Context: an optimization exercise on an open-source flow, tuned for small area, a short achievable clock period and few clock cycles. The choices shown serve that exercise and are no tape-out recipe. Where RTL was checked, it was by simulation tests only, not by an equivalence proof against the original. Power and IR drop assume default switching activity.

Setup of job 101:
Design nmea_gga_sentence_parser, start of the top module:
module nmea_gga_sentence_parser (
	input wire logic clk,
	input wire logic arst_n,
	input wire logic char_valid,
	output logic char_stall,
	input wire logic [7:0] char_byte,
	input wire logic char_last,
	output logic res_valid,
	input wire logic res_stall,
	output logic [2:0] res_status,
	output logic [6:0] res_hours,
	output logic [6:0] res_mins,
	output logic [6:0] res_secs,
	output logic [31:0] res_lat_e7,
	output logic [7:0] res_lat_hemi,
	output logic [31:0] res_lon_e7,
	output logic [7:0] res_lon_hemi
);
	logic iv_q;
	logic [7:0] ib_q;
	logic il_q;
	logic idig_q;
	logic icom_q;
	logic idot_q;
	logic izero_q;
	logic init_q;
	logic clr_q;
	logic done_q;
	logic [7:0] cnt_q, cnt_n;
	logic long_q, long_n;
	logic prefix_q, prefix_n;
	logic [3:0] comma_q, comma_n;
	logic [2:0] tidx_q, tidx_n;
	logic intok_q, intok_n;
	logic [2:0] tlen_q, tlen_n;
	logic tbad_q, tbad_n;
	logic [7:0] hnew_q [2];
	logic [7:0] hnew_n [2];
	logic hseen_q [2];
	logic hseen_n [2];
	logic [6:0] pair_q [3];
	logic [6:0] pair_n [3];
  ...
Size in the first run: ~1400 cells after synthesis, about 230 flip-flops, ~13000 um^2 of cells after synthesis.
Settings: LEC_CHECK=0, CAP_MARGIN=20, CORE_MARGIN=2, CORE_UTILIZATION=40, SLEW_MARGIN=20; clock period 11.0 ns.
standard.sh (not shown) runs the stock make flow with config.mk's settings and CLKGATE_MAP_FILE= SYNTH_SCRIPT=/design/flow/synth_recipe.tcl, a recipe that flattens the netlist after the stock synthesis.
==> flow/flow/run.sh <==
#!/bin/bash
# The standard layout (the standard.sh: standard synthesis, floorplan, placement,
# CTS, routing) with two changes to how it is made: timing repair aims for more setup
# slack than the clock needs, and the port buffers are the small sky130 buffer.
set -e
bash standard.sh SETUP_SLACK_MARGIN=7 'BUFFER_PORTS_ARGS=-buffer_cell sky130_fd_sc_hd__buf_1' finish > standard.log 2>&1
Job 101 finished every stage and its layout cleared the timing, design-rule and antenna checks.
For job 102, these inputs were changed with respect to job 101:
--- a/flow/design.v
+++ b/flow/design.v
@@ -308,25 +308,18 @@
 	logic [2:0] st_q, st_n;
 	logic tm_n;
 	logic cm_n;
 	logic tm_q;
 	logic cm_q;
 	logic [1:0] cmk_q;
 	logic [1:0] hold_n;
 	logic busy_q;
 	logic tg_q;
-	logic k1_q;
-	logic k2_q;
-	logic k4_q;
-	logic s3_q;
-	logic s5_q;
-	logic e3_q;
-	logic e5_q;
 	logic lw_q;
 	logic lon_wait_n;
 	logic take_n;
 	logic done_n;
 	logic [2:0] tidx_x;
 	logic intok_x;
 	logic cm_x;
 	logic cm;
 	logic [7:0] hemi_q [2];
@@ -347,37 +340,37 @@
 	logic [31:0] q0;
 	logic [31:0] q1;
 	assign busy = busy_q;
 	assign consume = iv_q & ~block;
 	assign char_stall = iv_q & block;
 	assign res_valid = done_q & rdy[0] & rdy[1];
 	assign take = res_valid & ~res_stall;
 	assign feed = fcoord & {2{consume}};
 	assign hi_n = !init_q && !(consume && il_q) &&
-		(tidx_q[2] || (consume && !icom_q && s3_q));
+		(tidx_q[2] || (consume && !icom_q && !intok_q && tidx_q == 3'd3));
 	always_comb begin
 		logic [7:0] c;
 		logic comma;
 		logic tstart;
 		logic ftime;
 		logic [6:0] pv;
 		logic [6:0] lim;
 		c = ib_q;
 		c_w = ib_q;
 		comma = icom_q;
 		tstart = !comma && !intok_q;
 		tidx_n = (tstart && tidx_q != 3'd7) ? tidx_q + 3'd1 : tidx_q;
-		ftime = !comma && k1_q && tlen_q < 3'd6;
-		fcoord[0] = !comma && k2_q;
-		fcoord[1] = !comma && k4_q;
+		ftime = !comma && (intok_q ? tidx_q == 3'd2 : tidx_q == 3'd1) && tlen_q < 3'd6;
+		fcoord[0] = !comma && (intok_q ? tidx_q == 3'd3 : tidx_q == 3'd2);
+		fcoord[1] = !comma && (intok_q ? tidx_q == 3'd5 : tidx_q == 3'd4);
 		block = (busy && (il_q || (!comma && tg_q))) || (!comma && idig_q && lw_q);
-		close[0] = consume && (il_q || (comma && e3_q));
-		close[1] = consume && (il_q || (comma && e5_q));
+		close[0] = consume && (il_q || (comma && tidx_q == 3'd3));
+		close[1] = consume && (il_q || (comma && tidx_q == 3'd5));
 		cnt_n = cnt_q;
 		long_n = long_q;
 		if (!long_q) begin
 			if (cnt_q == 8'd255) begin
 				long_n = 1'b1;
 			end else begin
 				cnt_n = cnt_q + 8'd1;
 			end
 		end
@@ -386,20 +379,20 @@
 			prefix_n = 1'b0;
 		end
 		comma_n = (comma && comma_q != 4'd15) ? comma_q + 4'd1 : comma_q;
 		intok_n = !comma;
 		for (int k = 0; k < 2; k++) begin
 			hnew_n[k] = hnew_q[k];
 			hseen_n[k] = hseen_q[k];
 			hemi_n[k] = hemi_q[k];
 		end
-		hnew_w[0] = !comma && s3_q;
-		hnew_w[1] = !comma && s5_q;
+		hnew_w[0] = tstart && tidx_q == 3'd3;
+		hnew_w[1] = tstart && tidx_q == 3'd5;
 		for (int k = 0; k < 2; k++) begin
 			if (hnew_w[k]) begin
 				hnew_n[k] = c;
 				hseen_n[k] = 1'b1;
 			end
 		end
 		for (int k = 0; k < 3; k++) begin
 			pair_n[k] = pair_q[k];
 		end
@@ -460,25 +453,18 @@
 		take_n = res_valid & ~res_stall;
 		done_n = take_n ? 1'b0 : ((consume && il_q) ? 1'b1 : done_q);
 		tidx_x = init_q ? 3'd0 : (consume ? tidx_n : tidx_q);
 		intok_x = init_q ? 1'b0 : (consume ? intok_n : intok_q);
 		cm_x = (consume && il_q) ? cm_n : cm_q;
 	end
 	always_ff @(posedge clk) begin
 		busy_q <= done_n || take_n;
 		tg_q <= tidx_x[2] || tidx_x[1] || (tidx_x[0] && !intok_x);
-		k1_q <= intok_x ? tidx_x == 3'd2 : tidx_x == 3'd1;
-		k2_q <= intok_x ? tidx_x == 3'd3 : tidx_x == 3'd2;
-		k4_q <= intok_x ? tidx_x == 3'd5 : tidx_x == 3'd4;
-		s3_q <= !intok_x && tidx_x == 3'd3;
-		s5_q <= !intok_x && tidx_x == 3'd5;
-		e3_q <= tidx_x == 3'd3;
-		e5_q <= tidx_x == 3'd5;
 		lw_q <= lon_wait_n && tidx_x[2] && !tidx_x[1] && (tidx_x[0] == intok_x);
 		cmk_q <= {2{cm_x}} & hold_n;
 	end
 	always_ff @(posedge clk or negedge arst_n) begin
 		if (!arst_n) begin
 			iv_q <= 1'b0;
 			init_q <= 1'b1;
 			clr_q <= 1'b1;
 			done_q <= 1'b0;
- The post-route cell area number comes out higher for job 101 vs job 102.
- In the metrics for job 102 and job 101, the one carrying the higher number of cells traversed by the worst register-to-register path is job 102.
- Job 102 was carried through to the last stage, and its layout satisfied the timing, design-rule and antenna checks.
- Comparing job 102 and job 101, the lower met1 layer usage reported by global route was measured on job 102.
- Against job 101, job 102 reports a via count of the first global-routing pass that is lower.
- In the metrics for job 102 and job 101, the one carrying the lower first-pass GRT wire length is job 102.
- Longest individual stage delay on the worst path, job 102 and job 101, lower one = job 101.
- Job 102 vs. job 101: number of design-rule violations left by the first detailed-router iteration went down by about 2%; sequential share of power decreased by 0.4 points relative to the old numbers; maximum clock frequency increased 1.5%.
- On overall die height, the lower figure sits with job 102, not job 101.
Testbench counts of job 102, summed over its fixed seeds: cycles 25,028.
Only the layout flow was run in job 101; the RTL was not checked for function there.

what the ideal ports hide:
The flow's constraints put no driver on any port. The routed layouts listed below were extracted and timed again, unchanged, in two steps.
Step 1, drivers: a clkbuf_16 drives clk and a buf_2 each remaining input, both assumed.
Step 2 also shifts input and output timing later by t, the mid clock arrival at the registers, as if the neighbouring blocks saw the same clock.
a / b / c = no drivers / after step 1 / after step 2; a / b = the first two.
| run | shift t [ns] | setup WS [ns] | worst data-port slew with drivers (ns) |
|---|---|---|---|
| job 101 | 0.582 | 6.965 / 6.965 / 6.965 | 0.04 |
| job 102 | 0.585 | 7.026 / 7.013 / 7.026 | 0.03 |
After both steps setup and hold are still met in every run listed.
